Source: an optimization exercise on an open RTL-to-GDS flow (aim: small area and a short achievable clock period). Production flows keep margins and buffers that such runs may drop.
Function was checked by simulation only, so behaviour that the tests miss may differ from the original.
Power and IR drop assume default switching activity.

Setup of alpha:
## fir_chip
module fir_chip (
   input  logic                   clock,
   input  logic                   arst_n,
   input  logic                   psel,
   input  logic                   penable,
   input  logic                   pwrite,
   input  logic [8-1:0] paddr,
   input  logic [32-1:0] pwdata,
   output logic [32-1:0] prdata,
   output logic                   pready,
   output logic                   pslverr,
   input  logic                   in_valid,
   input  logic [16-1:0] in_data,
   output logic                   out_valid,
   output logic [16-1:0] out_data
);
   fir_pkg::apb_req_t apb_req;
   fir_pkg::apb_rsp_t apb_rsp;
   fir_pkg::sample_t  samp_in;
   fir_pkg::sample_t  samp_out;
   assign apb_req.psel    = psel;
   assign apb_req.penable = penable;
   assign apb_req.pwrite  = pwrite;
   assign apb_req.paddr   = paddr;
   assign apb_req.pwdata  = pwdata;
   assign samp_in.valid   = in_valid;
   assign samp_in.data    = in_data;
   fir_top u_top (
      .clock   (clock),
      .arst_n  (arst_n),
      .apb_req (apb_req),
      .apb_rsp (apb_rsp),
      .in      (samp_in),
      .out     (samp_out)
   );
   assign prdata    = apb_rsp.prdata;
   assign pready    = apb_rsp.pready;
   assign pslverr   = apb_rsp.pslverr;
   assign out_valid = samp_out.valid;
   assign out_data  = samp_out.data;
endmodule
For scale: ~3900 cells after synthesis, roughly 410 flip-flops, ~110 I/O pins.
clock: 10.5 ns
lec_check: 0
abc_area: 1
cap_margin: 20
core_margin: 2
core_utilization: 40
cts_buf_list: sky130_fd_sc_hd__clkbuf_4 sky130_fd_sc_hd__clkbuf_8
setup_slack_margin: 5.0
slew_margin: 20
synth_hierarchical: 1
run.sh (not shown) runs the stock make flow with config.mk's settings and CLKGATE_MAP_FILE= SYNTH_SCRIPT=/design/flow/synth_recipe.tcl, a recipe that flattens the netlist after the stock synthesis.
In summary, alpha completed successfully, with a layout that passed the timing, DRC and antenna checks.
The following lists how beta was set up differently from alpha:
diff --git a/flow/design.v b/flow/design.v
--- a/flow/design.v
+++ b/flow/design.v
@@ -37,25 +37,26 @@
    output logic s,
    output logic co
 );
    assign s  = a ^ b;
    assign co = a & b;
 endmodule
 `timescale 1ns/1ps
 module sym_fir (
    input  logic                                              clock,
    input  logic                                              arst_n,
    input  fir_pkg::sample_t                                  in,
    input  logic [4-1:0][18/2-1:0]      cneg,    
-   input  logic [4-1:0][18/2-1:0]      cone,    
+   input  logic [4-1:0][18/2-1:0]      cone,
+   input  logic [4-1:0][18/2-1:0]      ctwo,
    input  fir_pkg::slice_mode_t                              mode,
    output fir_pkg::sample_t                                  out
 );
    localparam int H   = 4;
    localparam int DW  = 16;
    localparam int AW  = 37;                  
    localparam int ND  = 18 / 2;     
    localparam int OFS = 4;                   
    localparam int LEN = OFS + 2 * H - 1;     
    logic signed [DW-1:0] hist [1:LEN];   
    logic [H-1:0][DW:0]   pa, pd;         
    logic [H-1:0][DW:0]   pre_d;          
@@ -78,25 +79,25 @@
             hist[i] <= hist[i-1];
          pre <= pre_d;
       end
    end
    logic [H-1:0][ND-1:0][DW+1:0] row;
    logic [H-1:0][ND-1:0]         neg;
    always_comb begin
       for (int t = 0; t < H; t++) begin
          for (int i = 0; i < ND; i++) begin
             logic one, two, ng;
             logic [DW+1:0] m, e;
             one = cone[t][i];
-            two = ~cone[t][i] & (cneg[t][i] ^ ((i == 0) ? 1'b0 : cneg[t][i-1]));
+            two = ctwo[t][i];
             ng  = cneg[t][i];
             for (int j = 0; j <= DW + 1; j++) begin
                logic sj, sj1;
                sj  = (j == DW + 1) ? pre[t][DW] : pre[t][j];
                sj1 = (j == 0)      ? 1'b0      : pre[t][j-1];
                m[j] = (one & sj) | (two & sj1);
             end
             e = m ^ {(DW+2){ng}};
             row[t][i] = {~e[DW+1], e[DW:0]};
             neg[t][i] = ng;
          end
       end
@@ -1350,67 +1351,71 @@
             out.data <= zero ? '0 : sat_data;
       end
    end
 endmodule
 `timescale 1ns/1ps
 module fir_regs (
    input  logic                                     clock,
    input  logic                                     arst_n,
    input  fir_pkg::apb_req_t                        req,
    output fir_pkg::apb_rsp_t                        rsp,
    output logic [4-1:0][18/2-1:0] cneg,
    output logic [4-1:0][18/2-1:0] cone,
+   output logic [4-1:0][18/2-1:0] ctwo,
    output fir_pkg::slice_mode_t                     mode
 );
    localparam int H      = 4;
    localparam int CW     = 18;
    localparam int ND     = 18 / 2;
    localparam int DATA_W = 32;
    localparam int MODE_W = 2;    
    logic              access;     
    logic              wr_en;
    logic              rd_en;
    logic              mode_sel;
    logic [H-1:0]      coef_sel;   
    logic              mapped;
    assign access = req.psel & req.penable;
    assign wr_en  = access & req.pwrite;
    assign rd_en  = access & ~req.pwrite;
    always_comb begin
       mode_sel = (req.paddr == 8'h00);
       for (int k = 0; k < H; k++)
          coef_sel[k] = (req.paddr == 8'(8'h10 + 4 * k));
    end
    assign mapped = mode_sel | (|coef_sel);
-   logic [ND-1:0] wneg, wone;
+   logic [ND-1:0] wneg, wone, wtwo;
    always_comb begin
       logic [CW:0] bx;
       bx = {req.pwdata[CW-1:0], 1'b0};
       for (int i = 0; i < ND; i++) begin
          wneg[i] = bx[2*i+2];
          wone[i] = bx[2*i+1] ^ bx[2*i];
+         wtwo[i] = (bx[2*i+2] & ~bx[2*i+1] & ~bx[2*i]) | (~bx[2*i+2] & bx[2*i+1] & bx[2*i]);
       end
    end
    always_ff @(posedge clock or negedge arst_n) begin
       if (!arst_n) begin
          mode <= '0;
          cneg <= '0;    
          cone <= '0;
+         ctwo <= '0;
       end else if (wr_en) begin
          if (mode_sel)
             mode <= fir_pkg::slice_mode_t'(req.pwdata[MODE_W-1:0]);
          for (int k = 0; k < H; k++) begin
             if (coef_sel[k]) begin    
                cneg[k] <= wneg;
                cone[k] <= wone;
+               ctwo[k] <= wtwo;
             end
          end
       end
    end
    logic [H-1:0][CW-1:0] coef;
    always_comb begin
       for (int k = 0; k < H; k++)
          for (int i = 0; i < ND; i++) begin
             coef[k][2*i+1] = cneg[k][i];
             coef[k][2*i]   = cone[k][i] ^ ((i == 0) ? 1'b0 : cneg[k][i-1]);
          end
    end
@@ -1429,41 +1434,43 @@
    assign rsp.pready  = 1'b1;
    assign rsp.pslverr = access & ~mapped;
 endmodule
 `timescale 1ns/1ps
 module fir_top (
    input  logic              clock,
    input  logic              arst_n,
    input  fir_pkg::apb_req_t apb_req,
    output fir_pkg::apb_rsp_t apb_rsp,
    input  fir_pkg::sample_t  in,
    output fir_pkg::sample_t  out
 );
-   logic [4-1:0][18/2-1:0] cneg, cone;
+   logic [4-1:0][18/2-1:0] cneg, cone, ctwo;
    fir_pkg::slice_mode_t                         mode;
    fir_regs u_regs (
       .clock  (clock),
       .arst_n (arst_n),
       .req    (apb_req),
       .rsp    (apb_rsp),
       .cneg   (cneg),
       .cone   (cone),
+      .ctwo   (ctwo),
       .mode   (mode)
    );
    sym_fir u_fir (
       .clock  (clock),
       .arst_n (arst_n),
       .in     (in),
       .cneg   (cneg),
       .cone   (cone),
+      .ctwo   (ctwo),
       .mode   (mode),
       .out    (out)
    );
 endmodule
 `timescale 1ns/1ps
 module fir_chip (
    input  logic                   clock,
    input  logic                   arst_n,
    input  logic                   psel,
    input  logic                   penable,
    input  logic                   pwrite,
    input  logic [8-1:0] paddr,
- Going from alpha to beta, share of the final layout cell area in sequential cells grows by 2.0 points.
- The lower sequential power came out of alpha.
- beta: final design area excluding fillers is about 0.8% lower than what alpha reported.
- Ratio of routed vias to standard cells grows by a few percent when moving from alpha to beta.
- Delta (beta minus alpha): share of power burned in the clock network now larger; shortest clock period the worst path allows after layout has decreased; parity-gate share of the synthesized area counting xor and xnor cells grew by 1.0 points.
- beta vs alpha: tap cell count up slightly
- Looking at share of layout cells above drive strength 1 across beta and alpha, the one that comes out higher is alpha.
- Re maximum number of pins on one net before global-route repair: alpha was higher than beta.
- Diff alpha -> beta: area after synthesis +about 1.7%; initial cell density of the core ~0 delta; post-synthesis cell count -13.
- Combinational share of power was lower in the run labelled beta.

## port drivers added, routing unchanged
In the flow no input, the clock included, has a driving cell. The finished layouts below were timed again as built, in two steps.
Step 1 sets driving cells, clkbuf_16 on the clock port and buf_2 on the other inputs (assumed; they add their load-dependent delay and slew).
Step 2 times the ports against the registers' clock, not the clock port: input delays grow and output delays shrink by t, the midpoint of the rising clock arrivals with the driver on.
Slacks: no drivers / after step 1 / after step 2; pairs: no drivers / after step 1.
run	shift t [ns]	setup WS [ns]	worst data-port slew with drivers (ns)
alpha	0.786	4.954 / 4.944 / 4.944	0.05
beta	0.785	4.986 / 4.937 / 4.937	0.05
After both steps every run listed still meets setup and hold. For beta, which loses most, drivers alone change the setup slack by -0.049 ns; drivers and shift together by -0.049 ns.
